This is an optimization exercise on Yosys and OpenROAD, whose aim is small area, not a production implementation. Where RTL was checked, it was by simulation tests only, not by an equivalence proof against the original. For run 2, only the layout was checked, not whether the RTL still works.

## design/flow/flow/run.sh

```bash
#!/bin/bash
# The standard layout (the standard.sh: standard synthesis, then ORFS
# floorplan to finish) with two placement/CTS choices changed:
#  - port buffers use the smallest buffer cell (every port still gets one);
#  - clock tree synthesis adds no dummy loads (same buffers and clustering
#    as config.mk asks for).
set -euo pipefail
export BUFFER_PORTS_ARGS="-buffer_cell sky130_fd_sc_hd__buf_1"
export CTS_ARGS="-sink_clustering_enable -repair_clock_nets -dont_use_dummy_load -buf_list sky130_fd_sc_hd__clkbuf_8 -sink_clustering_size 18 -sink_clustering_max_diameter 60"
bash standard.sh > standard.log 2>&1
```

## design/flow/standard.sh

```bash
#!/bin/bash
# synth_recipe.tcl (not shown) runs the flow's synth.tcl, then flattens the netlist and writes it again
# the make line also repeats each setting of config.mk as NAME=value (left out here)
make -C /OpenROAD-flow-scripts/flow DESIGN_CONFIG=/design/flow/config.mk WORK_HOME=/design/flow/orfs CLKGATE_MAP_FILE= SYNTH_SCRIPT=/design/flow/synth_recipe.tcl "${@:-finish}"
```

## design/flow/config.mk

```make
export PLATFORM = sky130hd
export DESIGN_NAME = bm_noise_out
export DESIGN_NICKNAME = bm_noise_out
export VERILOG_FILES = /design/flow/design.v
export SDC_FILE = /design/flow/constraint.sdc
export NUM_CORES = 4
export LEC_CHECK = 0
export CAP_MARGIN = 20
export CORE_MARGIN = 2
export CORE_UTILIZATION = 40
export CTS_BUF_LIST = sky130_fd_sc_hd__clkbuf_8
export CTS_CLUSTER_DIAMETER = 60
export CTS_CLUSTER_SIZE = 18
export SLEW_MARGIN = 20
export SYNTH_HIERARCHICAL = 1
export SYNTH_MINIMUM_KEEP_SIZE = 0
```

## design/flow/constraint.sdc

```tcl
create_clock -name core_clock -period 8.0 [get_ports {clk}]
set_input_delay 1.6000 -clock core_clock [delete_from_list [all_inputs] [get_ports {clk}]]
set_output_delay 1.6000 -clock core_clock [all_outputs]
set_load 0.01 [all_outputs]
```

## design/flow/design.v

```verilog
module bm_noise_out #(
   parameter int DEPTH = 8,
   parameter int AW    = 3
) (
   input  logic          clk,
   input  logic          rst_n,
   input  logic          in_valid,
   output logic          in_ready,
   input  logic [16:0]   f,
   input  logic [15:0]   g0,
   input  logic [15:0]   g1,
   output logic          out_valid,
   input  logic          out_ready,
   output logic [15:0]   out_data,
   output logic          out_idx,
   output logic [AW:0]   fifo_level
);
   logic               init_reg;
   logic               s0_valid_reg;
   logic               s1_valid_reg;
   logic               s2_valid_reg;
   logic [AW-1:0]      wr_ptr_reg;
   logic [AW-1:0]      slot_reg;
   logic [AW:0]        level_reg;
   logic               half_reg;
   logic [16:0]        mem_f  [0:DEPTH-1];
   logic [15:0]        mem_g0 [0:DEPTH-1];
   logic [15:0]        mem_g1 [0:DEPTH-1];
   logic               accept;
   logic               push;
   logic               pop;
   logic [AW+1:0]      occupancy;
   logic               mul_hi;
   logic [16:0]        mul_f;
   logic [15:0]        mul_g;
   logic [15:0]        mul_x;
   logic [15:0]        out_reg;
   assign occupancy = (AW+2)'(level_reg) + (AW+2)'(s0_valid_reg)
                    + (AW+2)'(s1_valid_reg) + (AW+2)'(s2_valid_reg);
   assign in_ready   = init_reg && (occupancy <= (AW+2)'(DEPTH - 1));
   assign accept     = in_valid && in_ready;
   assign push       = s2_valid_reg;
   assign out_valid  = (level_reg != '0);
   assign pop        = out_valid && out_ready && half_reg;
   assign out_idx    = half_reg;
   assign fifo_level = level_reg;
   assign mul_hi   = out_valid && !half_reg;
   assign mul_f    = mem_f[slot_reg];
   assign mul_g    = mul_hi ? mem_g1[slot_reg] : mem_g0[slot_reg];
   logic p1, p2, p3, p4, p5, p6, p7, p8, p9, p10, p11, p12;
   logic p13, p14, p15, p16, p17, p18, p19, p20, p21, p22, p23, p24;
   logic p25, p26, p27, p28, p29, p30, p31, p32, p33, p34, p35, p36;
   logic p37, p38, p39, p40, p41, p42, p43, p44, p45, p46, p47, p48;
   logic p49, p50, p51, p52, p53, p54, p55, p56, p57, p58, p59, p60;
   logic p61, p62, p63, p64, p65, p66, p67, p68, p69, p70, p71, p72;
   logic p73, p74, p75, p76, p77, p78, p79, p80, p81, p82, p83, p84;
   logic p85, p86, p87, p88, p89, p90, p91, p92, p93, p94, p95, p96;
   logic p97, p98, p99, p100, p101, p102, p103, p104, p105, p106, p107, p108;
   logic p109, p110, p111, p112, p113, p114, p115, p116, p117, p118, p119, p120;
   logic p121, p122, p123, p124, p125, p126, p127, p128, p129, p130, p131, p132;
   logic p133, p134, p135, p136, p137, p138, p139, p140, p141, p142, p143, p144;
   logic p145, p146, p147, p148, p149, p150, p151, p152, p153, p154, p155, p156;
   logic p157, p158, p159, p160, p161, p162, p163, p164, p165, p166, p167, p168;
   logic p169, p170, p171, p172, p173, p174, p175, p176, p177, p178, p179, p180;
   logic p181, p182, p183, p184, p185, p186, p187, p188, p189, p190, p191, p192;
   logic p193, p194, p195, p196, p197, p198, p199, p200, p201, p202, p203, p204;
   logic p205, p206, p207, p208, p209, p210, p211, p212, p213, p214, p215, p216;
   logic p217, p218, p219, p220, p221, p222, p223, p224, p225, p226, p227, p228;
   logic p229, p230, p231, p232, p233, p234, p235, p236, p237, p238, p239, p240;
   logic p241, p242, p243, p244, p245, p246, p247, p248, p249, p250, p251, p252;
   logic p253, p254, p255, p256, p257, p258, p259, p260, p261, p262, p263, p264;
   logic p265, p266, p267, p268, p269, p270, p271, p272, s273, c274, s275, c276;
   logic s277, c278, s279, c280, s281, c282, s283, c284, s285, c286, s287, c288;
   logic s289, c290, s291, c292, s293, c294, s295, c296, s297, c298, s299, c300;
   logic s301, c302, s303, c304, s305, c306, s307, c308, s309, c310, s311, c312;
   logic s313, c314, s315, c316, s317, c318, s319, c320, s321, c322, s323, c324;
   logic s325, c326, s327, c328, s329, c330, s331, c332, s333, c334, s335, c336;
   logic s337, c338, s339, c340, s341, c342, s343, c344, s345, c346, s347, c348;
   logic s349, c350, s351, c352, s353, c354, s355, c356, s357, c358, s359, c360;
   logic s361, c362, s363, c364, s365, c366, s367, c368, s369, c370, s371, c372;
   logic s373, c374, s375, c376, s377, c378, s379, c380, s381, c382, s383, c384;
   logic s385, c386, s387, c388, s389, c390, s391, c392, s393, c394, s395, c396;
   logic s397, c398, s399, c400, s401, c402, s403, c404, s405, c406, s407, c408;
   logic s409, c410, s411, c412, s413, c414, s415, c416, s417, c418, s419, c420;
   logic s421, c422, s423, c424, s425, c426, s427, c428, s429, c430, s431, c432;
   logic s433, c434, s435, c436, s437, c438, s439, c440, s441, c442, s443, c444;
   logic s445, c446, s447, c448, s449, c450, s451, c452, s453, c454, s455, c456;
   logic s457, c458, s459, c460, s461, c462, s463, c464, s465, c466, s467, c468;
   logic s469, c470, s471, c472, s473, c474, s475, c476, s477, c478, s479, c480;
   logic s481, c482, s483, c484, s485, c486, s487, c488, s489, c490, s491, c492;
   logic s493, c494, s495, c496, s497, c498, s499, c500, s501, c502, s503, c504;
   logic s505, c506, s507, c508, s509, c510, s511, c512, s513, c514, s515, c516;
   logic s517, c518, s519, c520, s521, c522, s523, c524, s525, c526, s527, c528;
   logic s529, c530, s531, c532, s533, c534, s535, c536, s537, c538, s539, c540;
   logic s541, c542, s543, c544, s545, c546, s547, c548, s549, c550, s551, c552;
   logic s553, c554, s555, c556, s557, c558, s559, c560, s561, c562, s563, c564;
   logic s565, c566, s567, c568, s569, c570, s571, c572, s573, c574, s575, c576;
   logic s577, c578, s579, c580, s581, c582, s583, c584, s585, c586, s587, c588;
   logic s589, c590, s591, c592, s593, c594, s595, c596, s597, c598, s599, c600;
   logic s601, c602, s603, c604, s605, c606, s607, c608, s609, c610, s611, c612;
   logic s613, c614, s615, c616, s617, c618, s619, c620, s621, c622, s623, c624;
   logic s625, c626, s627, c628, s629, c630, s631, c632, s633, c634, s635, c636;
   logic s637, c638, s639, c640, s641, c642, s643, c644, s645, c646, s647, c648;
   logic s649, c650, s651, c652, s653, c654, s655, c656, s657, c658, s659, c660;
   logic s661, c662, s663, c664, s665, c666, s667, c668, s669, c670, s671, c672;
   logic s673, c674, s675, c676, s677, c678, s679, c680, s681, c682, s683, c684;
   logic s685, c686, s687, c688, s689, c690, s691, c692, s693, c694, s695, c696;
   logic s697, c698, s699, c700, s701, c702, s703, c704, s705, c706, s707, c708;
   logic s709, c710, s711, c712, s713, c714, s715, c716, s717, c718, s719, c720;
   logic s721, c722;
   assign p1 = ~(mul_f[0] & mul_g[0]);
   assign p2 = ~(mul_f[0] & mul_g[1]);
   assign p3 = ~(mul_f[0] & mul_g[2]);
   assign p4 = ~(mul_f[0] & mul_g[3]);
   assign p5 = ~(mul_f[0] & mul_g[4]);
   assign p6 = ~(mul_f[0] & mul_g[5]);
   assign p7 = ~(mul_f[0] & mul_g[6]);
   assign p8 = ~(mul_f[0] & mul_g[7]);
   assign p9 = ~(mul_f[0] & mul_g[8]);
   assign p10 = ~(mul_f[0] & mul_g[9]);
   assign p11 = ~(mul_f[0] & mul_g[10]);
   assign p12 = ~(mul_f[0] & mul_g[11]);
   assign p13 = ~(mul_f[0] & mul_g[12]);
   assign p14 = ~(mul_f[0] & mul_g[13]);
   assign p15 = ~(mul_f[0] & mul_g[14]);
   assign p16 = mul_f[0] & mul_g[15];
   assign p17 = ~(mul_f[1] & mul_g[0]);
   assign p18 = ~(mul_f[1] & mul_g[1]);
   assign p19 = ~(mul_f[1] & mul_g[2]);
   assign p20 = ~(mul_f[1] & mul_g[3]);
   assign p21 = ~(mul_f[1] & mul_g[4]);
   assign p22 = ~(mul_f[1] & mul_g[5]);
   assign p23 = ~(mul_f[1] & mul_g[6]);
   assign p24 = ~(mul_f[1] & mul_g[7]);
   assign p25 = ~(mul_f[1] & mul_g[8]);
   assign p26 = ~(mul_f[1] & mul_g[9]);
   assign p27 = ~(mul_f[1] & mul_g[10]);
   assign p28 = ~(mul_f[1] & mul_g[11]);
   assign p29 = ~(mul_f[1] & mul_g[12]);
   assign p30 = ~(mul_f[1] & mul_g[13]);
   assign p31 = ~(mul_f[1] & mul_g[14]);
   assign p32 = mul_f[1] & mul_g[15];
   assign p33 = ~(mul_f[2] & mul_g[0]);
   assign p34 = ~(mul_f[2] & mul_g[1]);
   assign p35 = ~(mul_f[2] & mul_g[2]);
   assign p36 = ~(mul_f[2] & mul_g[3]);
   assign p37 = ~(mul_f[2] & mul_g[4]);
   assign p38 = ~(mul_f[2] & mul_g[5]);
   assign p39 = ~(mul_f[2] & mul_g[6]);
   assign p40 = ~(mul_f[2] & mul_g[7]);
   assign p41 = ~(mul_f[2] & mul_g[8]);
   assign p42 = ~(mul_f[2] & mul_g[9]);
   assign p43 = ~(mul_f[2] & mul_g[10]);
   assign p44 = ~(mul_f[2] & mul_g[11]);
   assign p45 = ~(mul_f[2] & mul_g[12]);
   assign p46 = ~(mul_f[2] & mul_g[13]);
   assign p47 = ~(mul_f[2] & mul_g[14]);
   assign p48 = mul_f[2] & mul_g[15];
   assign p49 = ~(mul_f[3] & mul_g[0]);
   assign p50 = ~(mul_f[3] & mul_g[1]);
   assign p51 = ~(mul_f[3] & mul_g[2]);
   assign p52 = ~(mul_f[3] & mul_g[3]);
   assign p53 = ~(mul_f[3] & mul_g[4]);
   assign p54 = ~(mul_f[3] & mul_g[5]);
   assign p55 = ~(mul_f[3] & mul_g[6]);
   assign p56 = ~(mul_f[3] & mul_g[7]);
   assign p57 = ~(mul_f[3] & mul_g[8]);
   assign p58 = ~(mul_f[3] & mul_g[9]);
   assign p59 = ~(mul_f[3] & mul_g[10]);
   assign p60 = ~(mul_f[3] & mul_g[11]);
   assign p61 = ~(mul_f[3] & mul_g[12]);
   assign p62 = ~(mul_f[3] & mul_g[13]);
   assign p63 = ~(mul_f[3] & mul_g[14]);
   assign p64 = mul_f[3] & mul_g[15];
   assign p65 = ~(mul_f[4] & mul_g[0]);
   assign p66 = ~(mul_f[4] & mul_g[1]);
   assign p67 = ~(mul_f[4] & mul_g[2]);
   assign p68 = ~(mul_f[4] & mul_g[3]);
   assign p69 = ~(mul_f[4] & mul_g[4]);
   assign p70 = ~(mul_f[4] & mul_g[5]);
   assign p71 = ~(mul_f[4] & mul_g[6]);
   assign p72 = ~(mul_f[4] & mul_g[7]);
   assign p73 = ~(mul_f[4] & mul_g[8]);
   assign p74 = ~(mul_f[4] & mul_g[9]);
   assign p75 = ~(mul_f[4] & mul_g[10]);
   assign p76 = ~(mul_f[4] & mul_g[11]);
   assign p77 = ~(mul_f[4] & mul_g[12]);
   assign p78 = ~(mul_f[4] & mul_g[13]);
   assign p79 = ~(mul_f[4] & mul_g[14]);
   assign p80 = mul_f[4] & mul_g[15];
   assign p81 = ~(mul_f[5] & mul_g[0]);
   assign p82 = ~(mul_f[5] & mul_g[1]);
   assign p83 = ~(mul_f[5] & mul_g[2]);
   assign p84 = ~(mul_f[5] & mul_g[3]);
   assign p85 = ~(mul_f[5] & mul_g[4]);
   assign p86 = ~(mul_f[5] & mul_g[5]);
   assign p87 = ~(mul_f[5] & mul_g[6]);
   assign p88 = ~(mul_f[5] & mul_g[7]);
   assign p89 = ~(mul_f[5] & mul_g[8]);
   assign p90 = ~(mul_f[5] & mul_g[9]);
   assign p91 = ~(mul_f[5] & mul_g[10]);
   assign p92 = ~(mul_f[5] & mul_g[11]);
   assign p93 = ~(mul_f[5] & mul_g[12]);
   assign p94 = ~(mul_f[5] & mul_g[13]);
   assign p95 = ~(mul_f[5] & mul_g[14]);
   assign p96 = mul_f[5] & mul_g[15];
   assign p97 = ~(mul_f[6] & mul_g[0]);
   assign p98 = ~(mul_f[6] & mul_g[1]);
   assign p99 = ~(mul_f[6] & mul_g[2]);
   assign p100 = ~(mul_f[6] & mul_g[3]);
   assign p101 = ~(mul_f[6] & mul_g[4]);
   assign p102 = ~(mul_f[6] & mul_g[5]);
   assign p103 = ~(mul_f[6] & mul_g[6]);
   assign p104 = ~(mul_f[6] & mul_g[7]);
   assign p105 = ~(mul_f[6] & mul_g[8]);
   assign p106 = ~(mul_f[6] & mul_g[9]);
   assign p107 = ~(mul_f[6] & mul_g[10]);
   assign p108 = ~(mul_f[6] & mul_g[11]);
   assign p109 = ~(mul_f[6] & mul_g[12]);
   assign p110 = ~(mul_f[6] & mul_g[13]);
   assign p111 = ~(mul_f[6] & mul_g[14]);
   assign p112 = mul_f[6] & mul_g[15];
   assign p113 = ~(mul_f[7] & mul_g[0]);
   assign p114 = ~(mul_f[7] & mul_g[1]);
   assign p115 = ~(mul_f[7] & mul_g[2]);
   assign p116 = ~(mul_f[7] & mul_g[3]);
   assign p117 = ~(mul_f[7] & mul_g[4]);
   assign p118 = ~(mul_f[7] & mul_g[5]);
   assign p119 = ~(mul_f[7] & mul_g[6]);
   assign p120 = ~(mul_f[7] & mul_g[7]);
   assign p121 = ~(mul_f[7] & mul_g[8]);
   assign p122 = ~(mul_f[7] & mul_g[9]);
   assign p123 = ~(mul_f[7] & mul_g[10]);
   assign p124 = ~(mul_f[7] & mul_g[11]);
   assign p125 = ~(mul_f[7] & mul_g[12]);
   assign p126 = ~(mul_f[7] & mul_g[13]);
   assign p127 = ~(mul_f[7] & mul_g[14]);
   assign p128 = mul_f[7] & mul_g[15];
   assign p129 = ~(mul_f[8] & mul_g[0]);
   assign p130 = ~(mul_f[8] & mul_g[1]);
   assign p131 = ~(mul_f[8] & mul_g[2]);
   assign p132 = ~(mul_f[8] & mul_g[3]);
   assign p133 = ~(mul_f[8] & mul_g[4]);
   assign p134 = ~(mul_f[8] & mul_g[5]);
   assign p135 = ~(mul_f[8] & mul_g[6]);
   assign p136 = ~(mul_f[8] & mul_g[7]);
   assign p137 = ~(mul_f[8] & mul_g[8]);
   assign p138 = ~(mul_f[8] & mul_g[9]);
   assign p139 = ~(mul_f[8] & mul_g[10]);
   assign p140 = ~(mul_f[8] & mul_g[11]);
   assign p141 = ~(mul_f[8] & mul_g[12]);
   assign p142 = ~(mul_f[8] & mul_g[13]);
   assign p143 = ~(mul_f[8] & mul_g[14]);
   assign p144 = mul_f[8] & mul_g[15];
   assign p145 = ~(mul_f[9] & mul_g[0]);
   assign p146 = ~(mul_f[9] & mul_g[1]);
   assign p147 = ~(mul_f[9] & mul_g[2]);
   assign p148 = ~(mul_f[9] & mul_g[3]);
   assign p149 = ~(mul_f[9] & mul_g[4]);
   assign p150 = ~(mul_f[9] & mul_g[5]);
   assign p151 = ~(mul_f[9] & mul_g[6]);
   assign p152 = ~(mul_f[9] & mul_g[7]);
   assign p153 = ~(mul_f[9] & mul_g[8]);
   assign p154 = ~(mul_f[9] & mul_g[9]);
   assign p155 = ~(mul_f[9] & mul_g[10]);
   assign p156 = ~(mul_f[9] & mul_g[11]);
   assign p157 = ~(mul_f[9] & mul_g[12]);
   assign p158 = ~(mul_f[9] & mul_g[13]);
   assign p159 = ~(mul_f[9] & mul_g[14]);
   assign p160 = mul_f[9] & mul_g[15];
   assign p161 = ~(mul_f[10] & mul_g[0]);
   assign p162 = ~(mul_f[10] & mul_g[1]);
   assign p163 = ~(mul_f[10] & mul_g[2]);
   assign p164 = ~(mul_f[10] & mul_g[3]);
   assign p165 = ~(mul_f[10] & mul_g[4]);
   assign p166 = ~(mul_f[10] & mul_g[5]);
   assign p167 = ~(mul_f[10] & mul_g[6]);
   assign p168 = ~(mul_f[10] & mul_g[7]);
   assign p169 = ~(mul_f[10] & mul_g[8]);
   assign p170 = ~(mul_f[10] & mul_g[9]);
   assign p171 = ~(mul_f[10] & mul_g[10]);
   assign p172 = ~(mul_f[10] & mul_g[11]);
   assign p173 = ~(mul_f[10] & mul_g[12]);
   assign p174 = ~(mul_f[10] & mul_g[13]);
   assign p175 = ~(mul_f[10] & mul_g[14]);
   assign p176 = mul_f[10] & mul_g[15];
   assign p177 = ~(mul_f[11] & mul_g[0]);
   assign p178 = ~(mul_f[11] & mul_g[1]);
   assign p179 = ~(mul_f[11] & mul_g[2]);
   assign p180 = ~(mul_f[11] & mul_g[3]);
   assign p181 = ~(mul_f[11] & mul_g[4]);
   assign p182 = ~(mul_f[11] & mul_g[5]);
   assign p183 = ~(mul_f[11] & mul_g[6]);
   assign p184 = ~(mul_f[11] & mul_g[7]);
   assign p185 = ~(mul_f[11] & mul_g[8]);
   assign p186 = ~(mul_f[11] & mul_g[9]);
   assign p187 = ~(mul_f[11] & mul_g[10]);
   assign p188 = ~(mul_f[11] & mul_g[11]);
   assign p189 = ~(mul_f[11] & mul_g[12]);
   assign p190 = ~(mul_f[11] & mul_g[13]);
   assign p191 = ~(mul_f[11] & mul_g[14]);
   assign p192 = mul_f[11] & mul_g[15];
   assign p193 = ~(mul_f[12] & mul_g[0]);
   assign p194 = ~(mul_f[12] & mul_g[1]);
   assign p195 = ~(mul_f[12] & mul_g[2]);
   assign p196 = ~(mul_f[12] & mul_g[3]);
   assign p197 = ~(mul_f[12] & mul_g[4]);
   assign p198 = ~(mul_f[12] & mul_g[5]);
   assign p199 = ~(mul_f[12] & mul_g[6]);
   assign p200 = ~(mul_f[12] & mul_g[7]);
   assign p201 = ~(mul_f[12] & mul_g[8]);
   assign p202 = ~(mul_f[12] & mul_g[9]);
   assign p203 = ~(mul_f[12] & mul_g[10]);
   assign p204 = ~(mul_f[12] & mul_g[11]);
   assign p205 = ~(mul_f[12] & mul_g[12]);
   assign p206 = ~(mul_f[12] & mul_g[13]);
   assign p207 = ~(mul_f[12] & mul_g[14]);
   assign p208 = mul_f[12] & mul_g[15];
   assign p209 = ~(mul_f[13] & mul_g[0]);
   assign p210 = ~(mul_f[13] & mul_g[1]);
   assign p211 = ~(mul_f[13] & mul_g[2]);
   assign p212 = ~(mul_f[13] & mul_g[3]);
   assign p213 = ~(mul_f[13] & mul_g[4]);
   assign p214 = ~(mul_f[13] & mul_g[5]);
   assign p215 = ~(mul_f[13] & mul_g[6]);
   assign p216 = ~(mul_f[13] & mul_g[7]);
   assign p217 = ~(mul_f[13] & mul_g[8]);
   assign p218 = ~(mul_f[13] & mul_g[9]);
   assign p219 = ~(mul_f[13] & mul_g[10]);
   assign p220 = ~(mul_f[13] & mul_g[11]);
   assign p221 = ~(mul_f[13] & mul_g[12]);
   assign p222 = ~(mul_f[13] & mul_g[13]);
   assign p223 = ~(mul_f[13] & mul_g[14]);
   assign p224 = mul_f[13] & mul_g[15];
   assign p225 = ~(mul_f[14] & mul_g[0]);
   assign p226 = ~(mul_f[14] & mul_g[1]);
   assign p227 = ~(mul_f[14] & mul_g[2]);
   assign p228 = ~(mul_f[14] & mul_g[3]);
   assign p229 = ~(mul_f[14] & mul_g[4]);
   assign p230 = ~(mul_f[14] & mul_g[5]);
   assign p231 = ~(mul_f[14] & mul_g[6]);
   assign p232 = ~(mul_f[14] & mul_g[7]);
   assign p233 = ~(mul_f[14] & mul_g[8]);
   assign p234 = ~(mul_f[14] & mul_g[9]);
   assign p235 = ~(mul_f[14] & mul_g[10]);
   assign p236 = ~(mul_f[14] & mul_g[11]);
   assign p237 = ~(mul_f[14] & mul_g[12]);
   assign p238 = ~(mul_f[14] & mul_g[13]);
   assign p239 = ~(mul_f[14] & mul_g[14]);
   assign p240 = mul_f[14] & mul_g[15];
   assign p241 = ~(mul_f[15] & mul_g[0]);
   assign p242 = ~(mul_f[15] & mul_g[1]);
   assign p243 = ~(mul_f[15] & mul_g[2]);
   assign p244 = ~(mul_f[15] & mul_g[3]);
   assign p245 = ~(mul_f[15] & mul_g[4]);
   assign p246 = ~(mul_f[15] & mul_g[5]);
   assign p247 = ~(mul_f[15] & mul_g[6]);
   assign p248 = ~(mul_f[15] & mul_g[7]);
   assign p249 = ~(mul_f[15] & mul_g[8]);
   assign p250 = ~(mul_f[15] & mul_g[9]);
   assign p251 = ~(mul_f[15] & mul_g[10]);
   assign p252 = ~(mul_f[15] & mul_g[11]);
   assign p253 = ~(mul_f[15] & mul_g[12]);
   assign p254 = ~(mul_f[15] & mul_g[13]);
   assign p255 = ~(mul_f[15] & mul_g[14]);
   assign p256 = mul_f[15] & mul_g[15];
   assign p257 = ~(mul_f[16] & mul_g[0]);
   assign p258 = ~(mul_f[16] & mul_g[1]);
   assign p259 = ~(mul_f[16] & mul_g[2]);
   assign p260 = ~(mul_f[16] & mul_g[3]);
   assign p261 = ~(mul_f[16] & mul_g[4]);
   assign p262 = ~(mul_f[16] & mul_g[5]);
   assign p263 = ~(mul_f[16] & mul_g[6]);
   assign p264 = ~(mul_f[16] & mul_g[7]);
   assign p265 = ~(mul_f[16] & mul_g[8]);
   assign p266 = ~(mul_f[16] & mul_g[9]);
   assign p267 = ~(mul_f[16] & mul_g[10]);
   assign p268 = ~(mul_f[16] & mul_g[11]);
   assign p269 = ~(mul_f[16] & mul_g[12]);
   assign p270 = ~(mul_f[16] & mul_g[13]);
   assign p271 = ~(mul_f[16] & mul_g[14]);
   assign p272 = mul_f[16] & mul_g[15];
   assign s273 = ~(p14 ^ p29);
   assign c274 = p14 | p29;
   bm_fa u_s275 (.x(p15), .y(p30), .z(p45), .s(s275), .c(c276));
   assign s277 = ~(p60 ^ p75);
   assign c278 = p60 | p75;
   assign s279 = p16 ^ p31;
   assign c280 = p16 & p31;
   bm_fa u_s281 (.x(p46), .y(p61), .z(p76), .s(s281), .c(c282));
   bm_fa u_s283 (.x(p91), .y(p106), .z(p121), .s(s283), .c(c284));
   assign s285 = p32 ^ p47;
   assign c286 = p32 & p47;
   bm_fa u_s287 (.x(p62), .y(p77), .z(p92), .s(s287), .c(c288));
   bm_fa u_s289 (.x(p107), .y(p122), .z(p137), .s(s289), .c(c290));
   assign s291 = ~(p152 ^ p167);
   assign c292 = p152 | p167;
   bm_fa u_s293 (.x(p48), .y(p63), .z(p78), .s(s293), .c(c294));
   bm_fa u_s295 (.x(p93), .y(p108), .z(p123), .s(s295), .c(c296));
   bm_fa u_s297 (.x(p138), .y(p153), .z(p168), .s(s297), .c(c298));
   bm_fa u_s299 (.x(p64), .y(p79), .z(p94), .s(s299), .c(c300));
   bm_fa u_s301 (.x(p109), .y(p124), .z(p139), .s(s301), .c(c302));
   bm_fa u_s303 (.x(p80), .y(p95), .z(p110), .s(s303), .c(c304));
   assign s305 = ~(p10 ^ p25);
   assign c306 = p10 | p25;
   bm_fa u_s307 (.x(p11), .y(p26), .z(p41), .s(s307), .c(c308));
   assign s309 = ~(p56 ^ p71);
   assign c310 = p56 | p71;
   bm_fa u_s311 (.x(p12), .y(p27), .z(p42), .s(s311), .c(c312));
   bm_fa u_s313 (.x(p57), .y(p72), .z(p87), .s(s313), .c(c314));
   assign s315 = ~(p102 ^ p117);
   assign c316 = p102 | p117;
   bm_fa u_s317 (.x(p13), .y(p28), .z(p43), .s(s317), .c(c318));
   bm_fa u_s319 (.x(p58), .y(p73), .z(p88), .s(s319), .c(c320));
   bm_fa u_s321 (.x(p103), .y(p118), .z(p133), .s(s321), .c(c322));
   assign s323 = ~(p148 ^ p163);
   assign c324 = p148 | p163;
   bm_fa u_s325 (.x(p44), .y(p59), .z(p74), .s(s325), .c(c326));
   bm_fa u_s327 (.x(p89), .y(p104), .z(p119), .s(s327), .c(c328));
   bm_fa u_s329 (.x(p134), .y(p149), .z(p164), .s(s329), .c(c330));
   bm_fa u_s331 (.x(p179), .y(p194), .z(p209), .s(s331), .c(c332));
   bm_fa u_s333 (.x(p90), .y(p105), .z(p120), .s(s333), .c(c334));
   bm_fa u_s335 (.x(p135), .y(p150), .z(p165), .s(s335), .c(c336));
   bm_fa u_s337 (.x(p180), .y(p195), .z(p210), .s(s337), .c(c338));
   bm_fa u_s339 (.x(p225), .y(c274), .z(s275), .s(s339), .c(c340));
   bm_fa u_s341 (.x(p136), .y(p151), .z(p166), .s(s341), .c(c342));
   bm_fa u_s343 (.x(p181), .y(p196), .z(p211), .s(s343), .c(c344));
   bm_fa u_s345 (.x(p226), .y(p241), .z(c276), .s(s345), .c(c346));
   bm_fa u_s347 (.x(c278), .y(s279), .z(s281), .s(s347), .c(c348));
   bm_fa u_s349 (.x(p182), .y(p197), .z(p212), .s(s349), .c(c350));
   bm_fa u_s351 (.x(p227), .y(p242), .z(p257), .s(s351), .c(c352));
   bm_fa u_s353 (.x(c280), .y(c282), .z(c284), .s(s353), .c(c354));
   bm_fa u_s355 (.x(s285), .y(s287), .z(s289), .s(s355), .c(c356));
   bm_fa u_s357 (.x(p183), .y(p198), .z(p213), .s(s357), .c(c358));
   bm_fa u_s359 (.x(p228), .y(p243), .z(p258), .s(s359), .c(c360));
   bm_fa u_s361 (.x(c286), .y(c288), .z(c290), .s(s361), .c(c362));
   bm_fa u_s363 (.x(c292), .y(s293), .z(s295), .s(s363), .c(c364));
   bm_fa u_s365 (.x(p154), .y(p169), .z(p184), .s(s365), .c(c366));
   bm_fa u_s367 (.x(p199), .y(p214), .z(p229), .s(s367), .c(c368));
   bm_fa u_s369 (.x(p244), .y(p259), .z(c294), .s(s369), .c(c370));
   bm_fa u_s371 (.x(c296), .y(c298), .z(s299), .s(s371), .c(c372));
   bm_fa u_s373 (.x(p125), .y(p140), .z(p155), .s(s373), .c(c374));
   bm_fa u_s375 (.x(p170), .y(p185), .z(p200), .s(s375), .c(c376));
   bm_fa u_s377 (.x(p215), .y(p230), .z(p245), .s(s377), .c(c378));
   bm_fa u_s379 (.x(p260), .y(c300), .z(c302), .s(s379), .c(c380));
   bm_fa u_s381 (.x(p96), .y(p111), .z(p126), .s(s381), .c(c382));
   bm_fa u_s383 (.x(p141), .y(p156), .z(p171), .s(s383), .c(c384));
   bm_fa u_s385 (.x(p186), .y(p201), .z(p216), .s(s385), .c(c386));
   bm_fa u_s387 (.x(p231), .y(p246), .z(p261), .s(s387), .c(c388));
   bm_fa u_s389 (.x(p112), .y(p127), .z(p142), .s(s389), .c(c390));
   bm_fa u_s391 (.x(p157), .y(p172), .z(p187), .s(s391), .c(c392));
   bm_fa u_s393 (.x(p202), .y(p217), .z(p232), .s(s393), .c(c394));
   bm_fa u_s395 (.x(p128), .y(p143), .z(p158), .s(s395), .c(c396));
   bm_fa u_s397 (.x(p173), .y(p188), .z(p203), .s(s397), .c(c398));
   bm_fa u_s399 (.x(p144), .y(p159), .z(p174), .s(s399), .c(c400));
   assign s401 = ~(p7 ^ p22);
   assign c402 = p7 | p22;
   bm_fa u_s403 (.x(p8), .y(p23), .z(p38), .s(s403), .c(c404));
   assign s405 = ~(p53 ^ p68);
   assign c406 = p53 | p68;
   bm_fa u_s407 (.x(p9), .y(p24), .z(p39), .s(s407), .c(c408));
   bm_fa u_s409 (.x(p54), .y(p69), .z(p84), .s(s409), .c(c410));
   assign s411 = ~(p99 ^ p114);
   assign c412 = p99 | p114;
   bm_fa u_s413 (.x(p40), .y(p55), .z(p70), .s(s413), .c(c414));
   bm_fa u_s415 (.x(p85), .y(p100), .z(p115), .s(s415), .c(c416));
   bm_fa u_s417 (.x(p130), .y(p145), .z(s305), .s(s417), .c(c418));
   bm_fa u_s419 (.x(p86), .y(p101), .z(p116), .s(s419), .c(c420));
   bm_fa u_s421 (.x(p131), .y(p146), .z(p161), .s(s421), .c(c422));
   bm_fa u_s423 (.x(c306), .y(s307), .z(s309), .s(s423), .c(c424));
   bm_fa u_s425 (.x(p132), .y(p147), .z(p162), .s(s425), .c(c426));
   bm_fa u_s427 (.x(p177), .y(c308), .z(c310), .s(s427), .c(c428));
   bm_fa u_s429 (.x(s311), .y(s313), .z(s315), .s(s429), .c(c430));
   bm_fa u_s431 (.x(p178), .y(p193), .z(c312), .s(s431), .c(c432));
   bm_fa u_s433 (.x(c314), .y(c316), .z(s317), .s(s433), .c(c434));
   bm_fa u_s435 (.x(s319), .y(s321), .z(s323), .s(s435), .c(c436));
   bm_fa u_s437 (.x(c318), .y(c320), .z(c322), .s(s437), .c(c438));
   bm_fa u_s439 (.x(c324), .y(s325), .z(s327), .s(s439), .c(c440));
   bm_fa u_s441 (.x(s329), .y(s331), .z(s273), .s(s441), .c(c442));
   bm_fa u_s443 (.x(c326), .y(c328), .z(c330), .s(s443), .c(c444));
   bm_fa u_s445 (.x(c332), .y(s333), .z(s335), .s(s445), .c(c446));
   bm_fa u_s447 (.x(s337), .y(s277), .z(s339), .s(s447), .c(c448));
   bm_fa u_s449 (.x(c334), .y(c336), .z(c338), .s(s449), .c(c450));
   bm_fa u_s451 (.x(s341), .y(s343), .z(s283), .s(s451), .c(c452));
   bm_fa u_s453 (.x(c340), .y(s345), .z(s347), .s(s453), .c(c454));
   bm_fa u_s455 (.x(c342), .y(c344), .z(s349), .s(s455), .c(c456));
   bm_fa u_s457 (.x(s351), .y(s291), .z(c346), .s(s457), .c(c458));
   bm_fa u_s459 (.x(c348), .y(s353), .z(s355), .s(s459), .c(c460));
   bm_fa u_s461 (.x(c350), .y(c352), .z(s357), .s(s461), .c(c462));
   bm_fa u_s463 (.x(s359), .y(s297), .z(c354), .s(s463), .c(c464));
   bm_fa u_s465 (.x(c356), .y(s361), .z(s363), .s(s465), .c(c466));
   bm_fa u_s467 (.x(c358), .y(c360), .z(s365), .s(s467), .c(c468));
   bm_fa u_s469 (.x(s367), .y(s301), .z(c362), .s(s469), .c(c470));
   bm_fa u_s471 (.x(c364), .y(s369), .z(s371), .s(s471), .c(c472));
   bm_fa u_s473 (.x(c366), .y(c368), .z(s373), .s(s473), .c(c474));
   bm_fa u_s475 (.x(s375), .y(s377), .z(s303), .s(s475), .c(c476));
   bm_fa u_s477 (.x(c370), .y(c372), .z(s379), .s(s477), .c(c478));
   bm_fa u_s479 (.x(c374), .y(c376), .z(c378), .s(s479), .c(c480));
   bm_fa u_s481 (.x(c304), .y(s381), .z(s383), .s(s481), .c(c482));
   bm_fa u_s483 (.x(s385), .y(s387), .z(c380), .s(s483), .c(c484));
   bm_fa u_s485 (.x(p247), .y(p262), .z(c382), .s(s485), .c(c486));
   bm_fa u_s487 (.x(c384), .y(c386), .z(c388), .s(s487), .c(c488));
   bm_fa u_s489 (.x(s389), .y(s391), .z(s393), .s(s489), .c(c490));
   bm_fa u_s491 (.x(p218), .y(p233), .z(p248), .s(s491), .c(c492));
   bm_fa u_s493 (.x(p263), .y(c390), .z(c392), .s(s493), .c(c494));
   bm_fa u_s495 (.x(c394), .y(s395), .z(s397), .s(s495), .c(c496));
   bm_fa u_s497 (.x(p189), .y(p204), .z(p219), .s(s497), .c(c498));
   bm_fa u_s499 (.x(p234), .y(p249), .z(p264), .s(s499), .c(c500));
   bm_fa u_s501 (.x(c396), .y(c398), .z(s399), .s(s501), .c(c502));
   bm_fa u_s503 (.x(p160), .y(p175), .z(p190), .s(s503), .c(c504));
   bm_fa u_s505 (.x(p205), .y(p220), .z(p235), .s(s505), .c(c506));
   bm_fa u_s507 (.x(p250), .y(p265), .z(c400), .s(s507), .c(c508));
   bm_fa u_s509 (.x(p176), .y(p191), .z(p206), .s(s509), .c(c510));
   bm_fa u_s511 (.x(p221), .y(p236), .z(p251), .s(s511), .c(c512));
   bm_fa u_s513 (.x(p192), .y(p207), .z(p222), .s(s513), .c(c514));
   assign s515 = ~(p5 ^ p20);
   assign c516 = p5 | p20;
   bm_fa u_s517 (.x(p6), .y(p21), .z(p36), .s(s517), .c(c518));
   assign s519 = ~(p51 ^ p66);
   assign c520 = p51 | p66;
   bm_fa u_s521 (.x(p37), .y(p52), .z(p67), .s(s521), .c(c522));
   bm_fa u_s523 (.x(p82), .y(p97), .z(s401), .s(s523), .c(c524));
   bm_fa u_s525 (.x(p83), .y(p98), .z(p113), .s(s525), .c(c526));
   bm_fa u_s527 (.x(c402), .y(s403), .z(s405), .s(s527), .c(c528));
   bm_fa u_s529 (.x(p129), .y(c404), .z(c406), .s(s529), .c(c530));
   bm_fa u_s531 (.x(s407), .y(s409), .z(s411), .s(s531), .c(c532));
   bm_fa u_s533 (.x(c408), .y(c410), .z(c412), .s(s533), .c(c534));
   bm_fa u_s535 (.x(s413), .y(s415), .z(s417), .s(s535), .c(c536));
   bm_fa u_s537 (.x(c414), .y(c416), .z(s419), .s(s537), .c(c538));
   bm_fa u_s539 (.x(s421), .y(c418), .z(s423), .s(s539), .c(c540));
   bm_fa u_s541 (.x(c420), .y(c422), .z(s425), .s(s541), .c(c542));
   bm_fa u_s543 (.x(c424), .y(s427), .z(s429), .s(s543), .c(c544));
   bm_fa u_s545 (.x(c426), .y(c428), .z(c430), .s(s545), .c(c546));
   bm_fa u_s547 (.x(s431), .y(s433), .z(s435), .s(s547), .c(c548));
   bm_fa u_s549 (.x(c432), .y(c434), .z(c436), .s(s549), .c(c550));
   bm_fa u_s551 (.x(s437), .y(s439), .z(s441), .s(s551), .c(c552));
   bm_fa u_s553 (.x(c438), .y(c440), .z(c442), .s(s553), .c(c554));
   bm_fa u_s555 (.x(s443), .y(s445), .z(s447), .s(s555), .c(c556));
   bm_fa u_s557 (.x(c444), .y(c446), .z(s449), .s(s557), .c(c558));
   bm_fa u_s559 (.x(s451), .y(c448), .z(s453), .s(s559), .c(c560));
   bm_fa u_s561 (.x(c450), .y(c452), .z(s455), .s(s561), .c(c562));
   bm_fa u_s563 (.x(s457), .y(c454), .z(s459), .s(s563), .c(c564));
   bm_fa u_s565 (.x(c456), .y(s461), .z(c458), .s(s565), .c(c566));
   bm_fa u_s567 (.x(s463), .y(c460), .z(s465), .s(s567), .c(c568));
   bm_fa u_s569 (.x(c462), .y(s467), .z(c464), .s(s569), .c(c570));
   bm_fa u_s571 (.x(s469), .y(c466), .z(s471), .s(s571), .c(c572));
   bm_fa u_s573 (.x(c468), .y(s473), .z(s475), .s(s573), .c(c574));
   bm_fa u_s575 (.x(c470), .y(c472), .z(s477), .s(s575), .c(c576));
   bm_fa u_s577 (.x(c474), .y(c476), .z(s479), .s(s577), .c(c578));
   bm_fa u_s579 (.x(s481), .y(c478), .z(s483), .s(s579), .c(c580));
   bm_fa u_s581 (.x(c480), .y(c482), .z(s485), .s(s581), .c(c582));
   bm_fa u_s583 (.x(s487), .y(s489), .z(c484), .s(s583), .c(c584));
   bm_fa u_s585 (.x(s491), .y(c486), .z(c488), .s(s585), .c(c586));
   bm_fa u_s587 (.x(c490), .y(s493), .z(s495), .s(s587), .c(c588));
   bm_fa u_s589 (.x(c492), .y(s497), .z(s499), .s(s589), .c(c590));
   bm_fa u_s591 (.x(c494), .y(c496), .z(s501), .s(s591), .c(c592));
   bm_fa u_s593 (.x(c498), .y(c500), .z(s503), .s(s593), .c(c594));
   bm_fa u_s595 (.x(s505), .y(c502), .z(s507), .s(s595), .c(c596));
   bm_fa u_s597 (.x(p266), .y(c504), .z(c506), .s(s597), .c(c598));
   bm_fa u_s599 (.x(s509), .y(s511), .z(c508), .s(s599), .c(c600));
   bm_fa u_s601 (.x(p237), .y(p252), .z(p267), .s(s601), .c(c602));
   bm_fa u_s603 (.x(c510), .y(c512), .z(s513), .s(s603), .c(c604));
   bm_fa u_s605 (.x(p208), .y(p223), .z(p238), .s(s605), .c(c606));
   bm_fa u_s607 (.x(p253), .y(p268), .z(c514), .s(s607), .c(c608));
   bm_fa u_s609 (.x(p224), .y(p239), .z(p254), .s(s609), .c(c610));
   assign s611 = ~(p4 ^ p19);
   assign c612 = p4 | p19;
   bm_fa u_s613 (.x(p35), .y(p50), .z(p65), .s(s613), .c(c614));
   bm_fa u_s615 (.x(p81), .y(c516), .z(s517), .s(s615), .c(c616));
   bm_fa u_s617 (.x(c518), .y(c520), .z(s521), .s(s617), .c(c618));
   bm_fa u_s619 (.x(c522), .y(s525), .z(c524), .s(s619), .c(c620));
   bm_fa u_s621 (.x(c526), .y(c528), .z(s529), .s(s621), .c(c622));
   bm_fa u_s623 (.x(c530), .y(c532), .z(s533), .s(s623), .c(c624));
   bm_fa u_s625 (.x(c534), .y(s537), .z(c536), .s(s625), .c(c626));
   bm_fa u_s627 (.x(c538), .y(s541), .z(c540), .s(s627), .c(c628));
   bm_fa u_s629 (.x(c542), .y(c544), .z(s545), .s(s629), .c(c630));
   bm_fa u_s631 (.x(c546), .y(c548), .z(s549), .s(s631), .c(c632));
   bm_fa u_s633 (.x(c550), .y(c552), .z(s553), .s(s633), .c(c634));
   bm_fa u_s635 (.x(c554), .y(s557), .z(c556), .s(s635), .c(c636));
   bm_fa u_s637 (.x(c558), .y(s561), .z(c560), .s(s637), .c(c638));
   bm_fa u_s639 (.x(c562), .y(s565), .z(c564), .s(s639), .c(c640));
   bm_fa u_s641 (.x(c566), .y(s569), .z(c568), .s(s641), .c(c642));
   bm_fa u_s643 (.x(s573), .y(c570), .z(c572), .s(s643), .c(c644));
   bm_fa u_s645 (.x(c574), .y(s577), .z(c576), .s(s645), .c(c646));
   bm_fa u_s647 (.x(c578), .y(s581), .z(s583), .s(s647), .c(c648));
   bm_fa u_s649 (.x(c582), .y(s585), .z(s587), .s(s649), .c(c650));
   bm_fa u_s651 (.x(s589), .y(c586), .z(c588), .s(s651), .c(c652));
   bm_fa u_s653 (.x(c590), .y(s593), .z(c592), .s(s653), .c(c654));
   bm_fa u_s655 (.x(c594), .y(s597), .z(c596), .s(s655), .c(c656));
   bm_fa u_s657 (.x(s601), .y(c598), .z(s603), .s(s657), .c(c658));
   bm_fa u_s659 (.x(c602), .y(s605), .z(c604), .s(s659), .c(c660));
   bm_fa u_s661 (.x(p269), .y(c606), .z(s609), .s(s661), .c(c662));
   bm_fa u_s663 (.x(p240), .y(p255), .z(p270), .s(s663), .c(c664));
   assign s665 = ~(p3 ^ p18);
   assign c666 = p3 | p18;
   bm_fa u_s667 (.x(p34), .y(p49), .z(s611), .s(s667), .c(c668));
   bm_fa u_s669 (.x(c612), .y(s613), .z(s515), .s(s669), .c(c670));
   bm_fa u_s671 (.x(c614), .y(s519), .z(s615), .s(s671), .c(c672));
   bm_fa u_s673 (.x(c616), .y(s617), .z(s523), .s(s673), .c(c674));
   bm_fa u_s675 (.x(c618), .y(s527), .z(s619), .s(s675), .c(c676));
   bm_fa u_s677 (.x(s531), .y(c620), .z(s621), .s(s677), .c(c678));
   bm_fa u_s679 (.x(c622), .y(s623), .z(s535), .s(s679), .c(c680));
   bm_fa u_s681 (.x(c624), .y(s539), .z(s625), .s(s681), .c(c682));
   bm_fa u_s683 (.x(s543), .y(c626), .z(s627), .s(s683), .c(c684));
   bm_fa u_s685 (.x(s547), .y(c628), .z(s629), .s(s685), .c(c686));
   bm_fa u_s687 (.x(s551), .y(c630), .z(s631), .s(s687), .c(c688));
   bm_fa u_s689 (.x(c632), .y(s633), .z(s555), .s(s689), .c(c690));
   bm_fa u_s691 (.x(c634), .y(s559), .z(s635), .s(s691), .c(c692));
   bm_fa u_s693 (.x(s563), .y(c636), .z(s637), .s(s693), .c(c694));
   bm_fa u_s695 (.x(s567), .y(c638), .z(s639), .s(s695), .c(c696));
   bm_fa u_s697 (.x(s571), .y(c640), .z(s641), .s(s697), .c(c698));
   bm_fa u_s699 (.x(s575), .y(c642), .z(s643), .s(s699), .c(c700));
   bm_fa u_s701 (.x(s579), .y(c644), .z(s645), .s(s701), .c(c702));
   bm_fa u_s703 (.x(c580), .y(c646), .z(s647), .s(s703), .c(c704));
   bm_fa u_s705 (.x(c584), .y(s649), .z(c648), .s(s705), .c(c706));
   bm_fa u_s707 (.x(s591), .y(c650), .z(s651), .s(s707), .c(c708));
   bm_fa u_s709 (.x(s595), .y(c652), .z(s653), .s(s709), .c(c710));
   bm_fa u_s711 (.x(s599), .y(c654), .z(s655), .s(s711), .c(c712));
   bm_fa u_s713 (.x(c600), .y(s657), .z(c656), .s(s713), .c(c714));
   bm_fa u_s715 (.x(s607), .y(c658), .z(s659), .s(s715), .c(c716));
   bm_fa u_s717 (.x(c608), .y(s661), .z(c660), .s(s717), .c(c718));
   bm_fa u_s719 (.x(c610), .y(s663), .z(c662), .s(s719), .c(c720));
   bm_fa u_s721 (.x(p256), .y(p271), .z(c664), .s(s721), .c(c722));
   logic [32:0] ra, rb, sum;
   assign ra = {1'b0, c722, c720, c718, c716, c714, c712, c710, c708, c706, c704, c702, c700, c698, c696, c694, c692, c690, c688, c686, c684, c682, c680, c678, c676, c674, c672, c670, c668, c666, s665, p2, p1};
   assign rb = {1'b1, p272, s721, s719, s717, s715, s713, s711, s709, s707, s705, s703, s701, s699, s697, s695, s693, s691, s689, s687, s685, s683, s681, s679, s677, s675, s673, s671, s669, s667, p33, p17, 1'b1};
   logic [14:0] rc;
   assign rc[0] = 1'b1;
   assign rc[1] = (ra[0] & rb[0]) | (ra[0] & rc[0]) | (rb[0] & rc[0]);
   assign rc[2] = (ra[1] & rb[1]) | (ra[1] & rc[1]) | (rb[1] & rc[1]);
   assign rc[3] = (ra[2] & rb[2]) | (ra[2] & rc[2]) | (rb[2] & rc[2]);
   assign rc[4] = (ra[3] & rb[3]) | (ra[3] & rc[3]) | (rb[3] & rc[3]);
   assign rc[5] = (ra[4] & rb[4]) | (ra[4] & rc[4]) | (rb[4] & rc[4]);
   assign rc[6] = (ra[5] & rb[5]) | (ra[5] & rc[5]) | (rb[5] & rc[5]);
   assign rc[7] = (ra[6] & rb[6]) | (ra[6] & rc[6]) | (rb[6] & rc[6]);
   assign rc[8] = (ra[7] & rb[7]) | (ra[7] & rc[7]) | (rb[7] & rc[7]);
   assign rc[9] = (ra[8] & rb[8]) | (ra[8] & rc[8]) | (rb[8] & rc[8]);
   assign rc[10] = (ra[9] & rb[9]) | (ra[9] & rc[9]) | (rb[9] & rc[9]);
   assign rc[11] = (ra[10] & rb[10]) | (ra[10] & rc[10]) | (rb[10] & rc[10]);
   assign rc[12] = (ra[11] & rb[11]) | (ra[11] & rc[11]) | (rb[11] & rc[11]);
   assign rc[13] = (ra[12] & rb[12]) | (ra[12] & rc[12]) | (rb[12] & rc[12]);
   assign rc[14] = (ra[13] & rb[13]) | (ra[13] & rc[13]) | (rb[13] & rc[13]);
   logic [18:0] hi;
   assign hi = ra[32:14] + rb[32:14] + 19'(rc[14]);
   assign sum = {hi, 14'(0)};
   assign mul_x = ~sum[32:17];
   assign out_data = out_valid ? out_reg : 16'h0000;
   always_ff @(posedge clk or negedge rst_n) begin
      if (!rst_n) begin
         init_reg     <= 1'b0;
         s0_valid_reg <= 1'b0;
         s1_valid_reg <= 1'b0;
         s2_valid_reg <= 1'b0;
         wr_ptr_reg   <= '0;
         slot_reg     <= '0;
         level_reg    <= '0;
         half_reg     <= 1'b0;
      end else begin
         init_reg     <= 1'b1;
         s0_valid_reg <= accept;
         s1_valid_reg <= s0_valid_reg;
         s2_valid_reg <= s1_valid_reg;
         if (accept) wr_ptr_reg <= wr_ptr_reg + AW'(1);
         if (out_valid && out_ready && !half_reg) slot_reg <= slot_reg + AW'(1);
         level_reg <= level_reg + (AW+1)'(push) - (AW+1)'(pop);
         if (out_valid && out_ready) half_reg <= ~half_reg;
      end
   end
   always_ff @(posedge clk) begin
      if (!out_valid || out_ready) out_reg <= mul_x;
   end
   always_ff @(posedge clk) begin
      if (accept) begin
         mem_f[wr_ptr_reg]  <= f;
         mem_g0[wr_ptr_reg] <= g0;
         mem_g1[wr_ptr_reg] <= g1;
      end
   end
endmodule
module bm_fa (
   input  logic x, y, z,
   output logic s, c
);
   assign s = x ^ y ^ z;
   assign c = (x & y) | (x & z) | (y & z);
endmodule
```

==> results of run 1 <==
[area by class of cell]
| class | instances | share of cell area, % |
|---|---|---|
| flip-flops and latches | 423 | 51.2 |
| multi-input cells | 854 | 39.5 |
| well taps | 756 | 3.83 |
| repair buffers | 132 | 2.98 |
| clock buffers | 31 | 1.73 |
| inverters | 45 | 0.684 |
| diodes | 3 | 0.0304 |
[Yosys cell counts (3+ instances only)]
cell type    n  share of area (%)
o22ai_1      3              0.082
and2_1      62                1.7
buf_2       22               0.48
nand2b_1     7               0.19
nor2_1      21               0.35
clkbuf_1    34               0.56
nor3_1       4              0.088
nand3_1      3              0.066
a21o_1       8               0.26
xnor2_1     13               0.50
o211ai_1     5               0.16
xor2_1       4               0.15
nor2b_1      5               0.14
inv_1       45               0.74
o21bai_1     3              0.099
mux4_2     112                 11
buf_1        4              0.066
buf_4        4               0.13
a22oi_1      4               0.13
o21a_1       4               0.13
nand4_1      6               0.16
dfrtp_1     15                1.6
ha_1        44                2.4
nand2_1    283                4.7
fa_1       212                 19
mux2_2       3               0.15
o21ai_0      7               0.15
a21oi_1     14               0.31
edfxtp_1   408                 54
[through the flow]
| step | hold WS [ns] | setup WS, ns | utilization [%] |
|---|---|---|---|
| floorplan | 0.372 | 0.309 | - |
| global placement | 0.383 | 0.561 | 43.0 |
| detailed placement | 0.391 | 0.502 | 43.0 |
| CTS | 0.409 | 0.521 | 43.8 |
| global route | 0.430 | 0.264 | 43.8 |
| finish | 0.406 | 0.584 | 43.8 |
[metal layers]
layer	part of all wire (%)	global-route usage (%)
met2	49	29.3
met4	1.8	4.01
met5	0.13	0
met3	5.2	2.85
met1	44	23.5
[worst max path at each step]
stage / start / end / slack (ns) / cells after the start
after floorplan: slot_reg[0]$_DFFE_PN0P_ / out_reg[13]$_DFFE_PP_ / 0.31 / 26
after global placement: slot_reg[0]$_DFFE_PN0P_ / out_reg[13]$_DFFE_PP_ / 0.56 / 19
after detailed placement: slot_reg[0]$_DFFE_PN0P_ / out_reg[13]$_DFFE_PP_ / 0.50 / 19
after CTS: slot_reg[0]$_DFFE_PN0P_ / out_reg[13]$_DFFE_PP_ / 0.52 / 19
after global routing: slot_reg[0]$_DFFE_PN0P_ / out_reg[13]$_DFFE_PP_ / 0.26 / 19
final: slot_reg[0]$_DFFE_PN0P_ / out_reg[13]$_DFFE_PP_ / 0.58 / 19
[cell families after synthesis]
family | share of synthesized area (%)
fa+ha+maj | 21.0
compound gates | 1.93
simple gates | 7.71
flops | 55.4
mux | 11.2
other cells | 0.0164
buf+inv | 2.08
xor+xnor | 0.653
[worst max-delay path: cells and delay by family (launching register included)]
kind,cells,cell delay (ns)
AO/OA/AOI/OAI,5,0.92
flip-flops,1,0.50
multiplexers,2,1.18
AND/OR/NAND/NOR,4,1.08
buffers and inverters,1,0.23
adder cells (fa/ha/maj),7,3.24
[per-module statistics from Yosys, one instance, submodules excluded]
| module | area (um^2) | flip-flops and latches | cells inside |
|---|---|---|---|
| bm_fa | 20.0 | 0 | 1 |
| bm_noise_out | 18600 | 423 | 1179 |
==> run summary, run 1 <==
Layout Nets - 1796
Mapped Area - 0.0228 mm^2
Clock Latency Late Sink - 0.63 ns
CP startpoint kind - flip-flop
Post-synth EDFFs - 408
share of layout cells above drive strength 1 - 14.8%
final worst clock skew - 0.0917 ns
Filler cells - 5055
Worst R2R Setup Slack - 0.58 ns
Largest Register - mem_f
Chip Width - 243 um
Final Cell Area - 0.0247 mm^2
DIE AREA - 0.0589 mm^2
Slew Limit Fails - 0
FF-to-FF End - out_reg[13]$_DFFE_PP_
Ys Warns - 7
Post CTS Setup Buffer Count - 0
Mean Syn Cell Area - 16.4 um^2
H-tree depth - 1
critical path class - flip-flop to flip-flop
CP required - 8.38 ns
First-pass DRT Iterations - 5
CTS tree - yes
Max-cap violations - 0
# DRC - 0
TNS Setup - 0 ns
HP Class - flip-flop to flip-flop
sequential standard cell area - 0.0126 mm^2
post-DP HPWL - 33400 um
status - timing/DRC/antenna clean
GPL Wtd Cong - 0.803
fmax - 135 MHz
Clk pin slew, worst setup/hold paths - 0.11 ns
initial core utilization - 40.4%
hold_sp - s1_valid_reg$_DFF_PN0_
asr flop ratio synth - 3.55%
Largest register FFs - 136
worst-margin pin slew - 0.983 ns
Seq/Total Area, Yosys - 55.4%
Placeable Area - 0.0564 mm^2
most common cell after layout, fill and taps aside - edfxtp_1
RSZ-0062 raised after global routing - false
flops & latches, synth - 423
number of global-route vias before repair - 12900
CP Cell Sequence - buf_12 -> mux4_2 -> mux4_2 -> and2_1 -> fa_1 -> fa_1 -> fa_1 -> fa_1 -> fa_1 -> fa_1 -> ha_1 -> a21o_1 -> a21oi_1 -> nor4bb_1 -> a221o_1 -> o21ai_2 -> o21a_1 -> and4_1 -> or3_1
initial antenna violation count - 7
Clock Tree Root - clkbuf_8
post-DR vias/cell - 5.30
WL/cell - 22.3 um
multi-input logic area - 0.00976 mm^2
largest net degree at the start of global routing - 50
placed cell areas - 0.0242 mm^2
reg2reg path depth - 19
reg2reg start - slot_reg[0]$_DFFE_PN0P_
Placed Cells - 2210
final setup fails - 0
Sink Count - 423
final hold violations - 0
Die H - 243 um
via count - 11900
Tcrit/Tclk final - 92.7%
PostCTS Resize Cnt - 0
CP Max Fanout - 23
port bufs - 75
max_slew headroom - 34.4%
Final ANT Viol Nets - 0
hold_buf cts - 0
CTS max path bufs - 3
most frequent cells in the layout - 408 x edfxtp_1, 283 x nand2_1, 212 x fa_1, 112 x mux4_2, 75 x buf_1
distinct cell type count after synthesis - 52
drt total wl - 50000 um
grt total ovfl - 0
Most common cell on crit path - fa_1
num ports - 76
Largest regs - mem_f (136), mem_g0 (128), mem_g1 (128)
WP data arrival - 7.80 ns
Hold Crit Depth - 0
max incr delay on CP - 0.66 ns
std cell rows - 87
cts bufs inserted - 31
Worst path slowest cell - mux4_2
syn_nets - 1697
post-layout min period - 7.42 ns
Post-synth top flop - edfxtp_1
CP endpoint kind - flip-flop
destination of the worst hold path - s2_valid_reg$_DFF_PN0_
global-route wire length before repair - 78300 um
layout overhead on the synthesized area - 8.22%
overall routing resource usage - 17.3%
fin cells - 2244
Post-Syn Instances - 1388
iteration-0 DRC count of the detailed router - 892
==> run 2, diff against run 1 <==
--- a/design/flow/design.v
+++ b/design/flow/design.v
@@ -626,3 +626,3 @@
    assign rb = {1'b1, p272, s721, s719, s717, s715, s713, s711, s709, s707, s705, s703, s701, s699, s697, s695, s693, s691, s689, s687, s685, s683, s681, s679, s677, s675, s673, s671, s669, s667, p33, p17, 1'b1};
-   logic [14:0] rc;
+   logic [15:0] rc;
    assign rc[0] = 1'b1;
@@ -642,5 +642,6 @@
    assign rc[14] = (ra[13] & rb[13]) | (ra[13] & rc[13]) | (rb[13] & rc[13]);
-   logic [18:0] hi;
-   assign hi = ra[32:14] + rb[32:14] + 19'(rc[14]);
-   assign sum = {hi, 14'(0)};
+   assign rc[15] = (ra[14] & rb[14]) | (ra[14] & rc[14]) | (rb[14] & rc[14]);
+   logic [17:0] hi;
+   assign hi = ra[32:15] + rb[32:15] + 18'(rc[15]);
+   assign sum = {hi, 15'(0)};
    assign mul_x = ~sum[32:17];
==> run summary, run 2 <==
initial antenna violation count - 4 (was 7)
cts bufs inserted - 30 (was 31)
delay-heaviest family, CP - adder cells (unchanged)
Filler cells - 5063 (was 5055)
CP startpoint kind - flip-flop (unchanged)
flops & latches, synth - 423 (unchanged)
leading area contributor after synthesis - edfxtp_1 (unchanged)
Post-synth EDFFs - 408 (unchanged)
distinct cell type count after synthesis - 51 (was 52)
Post-Syn Instances - 1394 (was 1388)
ant diodes - 0 (was 3)
Tcrit/Tclk final - 93.9% (was 92.7%)
CTS tree - yes (unchanged)
sequential standard cell area - 0.0126 mm^2 (unchanged)
critical path class - flip-flop to flip-flop (unchanged)
CP Cell Sequence - buf_4 -> mux4_2 -> mux4_2 -> nand2_1 -> fa_1 -> fa_1 -> fa_1 -> fa_1 -> fa_1 -> fa_1 -> ha_1 -> a21o_1 -> a21o_1 -> nor4_1 -> o2111ai_1 -> o21a_1 -> a211oi_2 -> buf_4 -> o31ai_2 -> a21o_1 -> a22o_1 (was buf_12 -> mux4_2 -> mux4_2 -> and2_1 -> fa_1 -> fa_1 -> fa_1 -> fa_1 -> fa_1 -> fa_1 -> ha_1 -> a21o_1 -> a21oi_1 -> nor4bb_1 -> a221o_1 -> o21ai_2 -> o21a_1 -> and4_1 -> or3_1)
syn_nets - 1702 (was 1697)
initial core utilization - 40.4% (about the same)
placed cell areas - 0.0244 mm^2 (was 0.0242 mm^2)
Clock Tree Root - clkbuf_8 (unchanged)
CP endpoint kind - flip-flop (unchanged)
Layout Nets - 1809 (was 1796)
Mapped Area - 0.0228 mm^2 (about the same)
post-DR vias/cell - 5.33 (was 5.30)
Largest regs - mem_f (136), mem_g0 (128), mem_g1 (128) (unchanged)
share of layout cells above drive strength 1 - 15.1% (was 14.8%)
fmax - 133 MHz (was 135 MHz)
TNS Setup - 0 ns (unchanged)
Largest Register - mem_f (unchanged)
global-route wire length before repair - 79600 um (was 78300 um)
WL/cell - 22.6 um (was 22.3 um)
Worst path slowest cell - dfrtp_4 (was mux4_2)
final hold violations - 0 (unchanged)
WP data arrival - 7.91 ns (was 7.80 ns)
Sink Count - 423 (unchanged)
multi-input logic area - 0.00976 mm^2 (unchanged)
most common cell after layout, fill and taps aside - edfxtp_1 (unchanged)
Slew Limit Fails - 0 (unchanged)
Largest register FFs - 136 (unchanged)
drt total wl - 50900 um (was 50000 um)
CTS max path bufs - 3 (unchanged)
Placeable Area - 0.0564 mm^2 (unchanged)
most area-consuming cells after synthesis - edfxtp_1 54%, fa_1 19%, mux4_2 11%, nand2_1 4.8%, ha_1 2.4% (was edfxtp_1 54%, fa_1 19%, mux4_2 11%, nand2_1 4.7%, ha_1 2.4%)
PostCTS Resize Cnt - 0 (unchanged)
Final ANT Viol Nets - 0 (unchanged)
iteration-0 DRC count of the detailed router - 1012 (was 892)
worst-margin pin slew - 0.959 ns (was 0.983 ns)
Hold WS - 0.411 ns (was 0.406 ns)
Die H - 243 um (about the same)
DIE AREA - 0.0589 mm^2 (about the same)
Final Cell Area - 0.0248 mm^2 (was 0.0247 mm^2)
port bufs - 75 (unchanged)
worst path bufs/invs - 2 (was 1)
CP required - 8.40 ns (was 8.38 ns)
CP Max Fanout - 39 (was 23)
max incr delay on CP - 0.81 ns (was 0.66 ns)
max_slew headroom - 36.1% (was 34.4%)
largest net degree at the start of global routing - 50 (unchanged)
final setup fails - 0 (unchanged)
most frequent cells in the layout - 408 x edfxtp_1, 289 x nand2_1, 212 x fa_1, 110 x mux4_2, 75 x buf_1 (was 408 x edfxtp_1, 283 x nand2_1, 212 x fa_1, 112 x mux4_2, 75 x buf_1)
most numerous cell in the Yosys netlist - edfxtp_1 (unchanged)
GPL Wtd Cong - 0.863 (was 0.803)
Final Util - 44.0% (was 43.8%)
status - timing/DRC/antenna clean (unchanged)
asr flop ratio synth - 3.55% (unchanged)
RSZ-0062 raised after global routing - false (unchanged)
Ys Warns - 7 (unchanged)
Chip Width - 243 um (about the same)
Most common cell on crit path - fa_1 (unchanged)
Seq/Total Area, Yosys - 55.4% (about the same)
Mean Syn Cell Area - 16.3 um^2 (was 16.4 um^2)
Max-cap violations - 0 (unchanged)
std cell rows - 87 (unchanged)
num ports - 76 (unchanged)
Post-synth top flop - edfxtp_1 (unchanged)
Synth top area share - 53.8% (was 53.7%)
layout overhead on the synthesized area - 8.79% (was 8.22%)
most instantiated cells after synthesis - 408 x edfxtp_1, 289 x nand2_1, 212 x fa_1 (was 408 x edfxtp_1, 283 x nand2_1, 212 x fa_1)
grt total ovfl - 0 (unchanged)
Clk pin slew, worst setup/hold paths - 0.10 ns (was 0.11 ns)
post-DP HPWL - 33800 um (was 33400 um)
# DRC - 0 (unchanged)
Post CTS Setup Buffer Count - 0 (unchanged)
HP Class - flip-flop to flip-flop (unchanged)
First-pass DRT Iterations - 4 (was 5)
hold_buf cts - 0 (unchanged)
final worst clock skew - 0.0792 ns (was 0.0917 ns)
Clock Latency Late Sink - 0.67 ns (was 0.63 ns)
post-layout min period - 7.51 ns (was 7.42 ns)
overall routing resource usage - 17.6% (was 17.3%)
number of global-route vias before repair - 13200 (was 12900)
via count - 12000 (was 11900)
H-tree depth - 1 (unchanged)
==> run 2: changes by cell type in the layout (fill, tap and decap cells not counted), moves of 3 or more <==
cell	previous run	this run
nand2_1	283	289
a21o_1	8	11
diode_2	3	0
buf_12	2	7
xor2_1	4	7
xnor2_1	13	10
o211ai_1	5	8
o21bai_1	3	0
buf_4	55	59
o21ai_0	7	12
==> run 2: Yosys stat by module, one instance, submodules excluded <==
module        times used  flops+latches  cells  cell area, um^2
bm_fa                209              0      1             20.0
bm_noise_out           1            423   1185            18600
==> run 2: routing by layer <==
layer / wire (um) / vias up / part of all wire, % / GRT usage (%)
met5: 50 / - / 0.098 / 0
met4: 684 / 8 / 1.3 / 3.10
met3: 2650 / 55 / 5.2 / 3.07
met2: 24900 / 278 / 49 / 29.4
met1: 22600 / 6464 / 44 / 24.5
li1: - / 5223 / - / -
==> run 2: logic make-up after synthesis <==
family	share of synthesized area (%)
flip-flops	55.4
XOR/XNOR	0.653
other	0.0165
AO/OA/AOI/OAI	2.17
buffers and inverters	2.00
AND/OR/NAND/NOR	7.69
adder cells (fa/ha/maj)	21.0
multiplexers	11.1
==> run 2: layout make-up <==
| class | instances | share of cell area [%] |
|---|---|---|
| Tap cell | 756 | 3.82 |
| Clock buffer | 30 | 1.67 |
| Inverter | 45 | 0.681 |
| Timing Repair Buffer | 141 | 3.49 |
| Sequential cell | 423 | 51.0 |
| Multi-Input combinational cell | 860 | 39.4 |
==> run 2: metrics by stage <==
step                      setup WS (ns)  std cells
after floorplan                   0.217       1394
after global placement            0.463       2225
after detailed placement          0.460       2225
after CTS                         0.481       2255
after global routing              0.139       2255
final                             0.486       2255
==> run 2: final timing paths <==
path / startpoint / end / cells after the start / slack (ns)
min in group asynchronous: rst_n / half_reg$_DFFE_PN0P_ / 1 / 1.12
setup reg to reg: slot_reg[1]$_DFFE_PN0P_ / out_reg[14]$_DFFE_PP_ / 21 / 0.49
setup / recovery: slot_reg[1]$_DFFE_PN0P_ / out_reg[14]$_DFFE_PP_ / 21 / 0.49
hold reg to reg: s1_valid_reg$_DFF_PN0_ / s2_valid_reg$_DFF_PN0_ / 0 / 0.41
max in group asynchronous: rst_n / slot_reg[1]$_DFFE_PN0P_ / 1 / 6.19
hold / removal: s1_valid_reg$_DFF_PN0_ / s2_valid_reg$_DFF_PN0_ / 0 / 0.41

## separate check: timing with driven ports
In the flow no input, the clock included, has a driving cell. The finished layouts below were timed again as built, in two steps.
Step 1 assumes that a clkbuf_16 drives the clock port and a buf_2 every other input.
Step 2 moves the port delays by t, midway between the first and last clock arrival at a register: inputs arrive t later, outputs are due t later. That takes back most of the time a late clock gives input paths.
a / b / c = ideal / step 1 / step 2; a / b = the first two.
| run | t, ns | setup WS [ns] | worst setup path after step 2 | latest minus earliest clock arrival (ns) | pins driven straight from the clock port |
|---|---|---|---|---|---|
| run 1 | 0.649 | 0.584 / 0.584 / 0.584 | register to register | 0.123 / 0.122 | 1 |
| run 2 | 0.672 | 0.486 / 0.486 / 0.486 | register to register | 0.104 / 0.104 | 1 |
After both steps every run listed still meets setup and hold.
